Context: an optimization exercise on an open-source flow, tuned for small area. The choices shown serve that exercise and are no tape-out recipe. The RTL was checked by simulation tests, not by an equivalence proof against the original design.

run A:
Design accumulatorCalc, start of the top module:
module accumulatorCalc (
	input  logic    clk,
	input  logic    reset,
	input  calcCtrlPkg::opcodeT  opcode,
	input  calcDataPkg::operandT operand,
	output calcDataPkg::resultT  result,
	output calcCtrlPkg::errorT   error
);
Size: ~13000 µm² of cells after synthesis.
clock: 32.0 ns
lec_check: 0
cap_margin: 20
core_margin: 2
core_utilization: 65
cts_buf_list: sky130_fd_sc_hd__clkbuf_8
gpl_timing_driven: 0
slew_margin: 20
standard.sh (not shown) runs the stock make flow with config.mk's settings and CLKGATE_MAP_FILE= SYNTH_SCRIPT=/design/flow/synth_recipe.tcl, a recipe that flattens the netlist after the stock synthesis.
==> flow/flow/run.sh <==
#!/bin/bash
# The standard layout, with synthesis mapping the logic through an area-oriented ABC script
# and the ports buffered with the smallest buffer.
set -euo pipefail
here=$(pwd)
export FLOW_ABC_SCRIPT=$here/flow/abc.script
export FLOW_ABC_D=20000
export BUFFER_PORTS_ARGS="-buffer_cell sky130_fd_sc_hd__buf_1"
bash standard.sh SYNTH_SCRIPT=$here/flow/synth.tcl "BUFFER_PORTS_ARGS=$BUFFER_PORTS_ARGS" finish > $here/make.log 2>&1
==> flow/flow/abc.script <==
strash
ifraig
dch -f
amap
strash
dch -f
map -a
topo
stime -c
dnsize -c
==> flow/flow/synth.tcl <==
# Standard synthesis (synth_recipe.tcl), with ABC run on an area-oriented script
proc synth {args} { yosys synth -nofsm -noshare -noabc {*}$args }
proc abc {args} {
  set i [lsearch -exact $args -script]
  if {$i >= 0} { set args [lreplace $args $i [expr {$i + 1}] -script $::env(FLOW_ABC_SCRIPT)] }
  set j [lsearch -exact $args -D]
  if {$j >= 0} { set args [lreplace $args $j [expr {$j + 1}] -D $::env(FLOW_ABC_D)] }
  puts "abc with: $args"
  yosys abc {*}$args
}
source $::env(SCRIPTS_DIR)/synth.tcl
# left out here: clear keep_hierarchy, flatten, clean up, hide names made inside functions, write 1_2_yosys.v
### run A -> run B
==> flow/flow/abc.script <==
strash
dch
map -a
topo
stime -c
dnsize -c
--- a/flow/flow/synth.tcl
+++ b/flow/flow/synth.tcl
@@ -2 +2 @@
-proc synth {args} { yosys synth -nofsm -noshare -noabc {*}$args }
+proc synth {args} { yosys synth -nofsm -noshare {*}$args }
--- a/flow/config.mk
+++ b/flow/config.mk
@@ -8 +8 @@
-export CAP_MARGIN = 20
+export CAP_MARGIN = 0
@@ -11 +10,0 @@
-export CTS_BUF_LIST = sky130_fd_sc_hd__clkbuf_8
@@ -13 +12 @@
-export SLEW_MARGIN = 20
+export SLEW_MARGIN = 0
Notes after the runs:
- Between run A and run B, the flow reports post-detailed-route via-to-cell ratio decreasing slightly.
- Met1 routed wirelength after detailed routing in run B vs run A: up 320 µm
- Worst-skew pair later-pin latency: run A vs run B, no meaningful difference
- Placeable core area, run B and run A: lower on run A
Input changes introduced in run C (baseline for comparison: run B):
--- a/flow/config.mk
+++ b/flow/config.mk
@@ -8 +8 @@
-export CAP_MARGIN = 0
+export CAP_MARGIN = 20
@@ -10,3 +10,2 @@
-export CORE_UTILIZATION = 65
-export GPL_TIMING_DRIVEN = 0
-export SLEW_MARGIN = 0
+export CORE_UTILIZATION = 40
+export SLEW_MARGIN = 20
Results
- Higher global routing met1 resource utilization was reported by run B, not run C.
- In run C relative to run B, area of the core had gone up by more than half.
- Diff run C and run B: global-route usage lower in run C
- The portion of the clock cycle consumed by the worst path in the final layout of run C is lower than that of run B.
- Setup slack in run C is larger than in run B.

accumulatorCalc again, from the RTL that the note above started with.
export LEC_CHECK = 0
export CAP_MARGIN = 0
export CORE_MARGIN = 2
export CORE_UTILIZATION = 65
export CTS_BUF_LIST = sky130_fd_sc_hd__clkbuf_8
export GPL_TIMING_DRIVEN = 0
export SLEW_MARGIN = 0
create_clock -name core_clock -period 32.0 [get_ports {clk}]
==> flow/flow/abc.script <==
strash
dch
map -a
topo
stime -c
dnsize -c
==> flow/flow/synth.tcl <==
# Standard synthesis (synth_recipe.tcl), with ABC run on an area-oriented script
proc synth {args} { yosys synth -nofsm -noshare {*}$args }
proc abc {args} {
  set i [lsearch -exact $args -script]
  if {$i >= 0} { set args [lreplace $args $i [expr {$i + 1}] -script $::env(FLOW_ABC_SCRIPT)] }
  set j [lsearch -exact $args -D]
  if {$j >= 0} { set args [lreplace $args $j [expr {$j + 1}] -D $::env(FLOW_ABC_D)] }
  puts "abc with: $args"
  yosys abc {*}$args
}
source $::env(SCRIPTS_DIR)/synth.tcl
# left out here: clear keep_hierarchy, flatten, clean up, hide names made inside functions, write 1_2_yosys.v
Scripts as last shown in full above: flow/flow/run.sh
The starting point ran to the end with no violations.
Change:
--- a/flow/flow/run.sh
+++ b/flow/flow/run.sh
@@ -6,4 +6,4 @@
 export FLOW_ABC_SCRIPT=$here/flow/abc.script
 export FLOW_ABC_D=20000
-export BUFFER_PORTS_ARGS="-buffer_cell sky130_fd_sc_hd__buf_1"
+export BUFFER_PORTS_ARGS="-buffer_cell sky130_fd_sc_hd__buf_2"
 bash standard.sh SYNTH_SCRIPT=$here/flow/synth.tcl "BUFFER_PORTS_ARGS=$BUFFER_PORTS_ARGS" finish > $here/make.log 2>&1
CTS_BUF_LIST = not set   (was sky130_fd_sc_hd__clkbuf_8)
GPL_TIMING_DRIVEN = not set   (was 0)
After rerunning:
- cell area rises slightly
- routed wire length came out higher by roughly a tenth
- global-route usage climbs by 3.5 points
- sequential share of layout area barely changes

-- afterwards: timing with drivers on the ports --
How much do the figures lean on ideal ports? The routed layouts below were timed once more, with nothing changed but the port constraints. Step 1 (the two cells are an assumption about what drives the block):
set clk [get_ports {clk}]
set_driving_cell -lib_cell sky130_fd_sc_hd__clkbuf_16 $clk
set_driving_cell -lib_cell sky130_fd_sc_hd__buf_2 [delete_from_list [all_inputs] $clk]
Step 2 times the ports against the registers' clock, not the clock port: input delays grow and output delays shrink by t, the midpoint of the rising clock arrivals with the driver on. Slacks: no drivers / after step 1 / after step 2; pairs: no drivers / after step 1.
| run | t, ns | setup slack, ns | hold WS [ns] | worst setup path after step 2 | cell pins on the clock port's net |
|---|---|---|---|---|---|
| run A | 0.324 | 1.650 / 1.649 / 1.325 | 0.503 / 0.503 / 0.503 | input to register | 1 |
| run B | 0.315 | 2.218 / 2.217 / 1.902 | 0.463 / 0.463 / 0.463 | input to register | 1 |
| run C | 0.332 | 2.748 / 2.764 / 2.432 | 0.466 / 0.466 / 0.466 | input to register | 1 |
| the first run of note 2 | 0.324 | 2.210 / 2.206 / 1.882 | 0.465 / 0.465 / 0.465 | input to register | 1 |
| the second run of note 2 | 0.320 | 2.690 / 2.701 / 2.381 | 0.460 / 0.460 / 0.460 | input to register | 1 |
After both steps setup and hold are still met in every run listed. For the first run of note 2, which loses most, drivers alone change the setup slack by -0.004 ns; drivers and shift together by -0.328 ns.
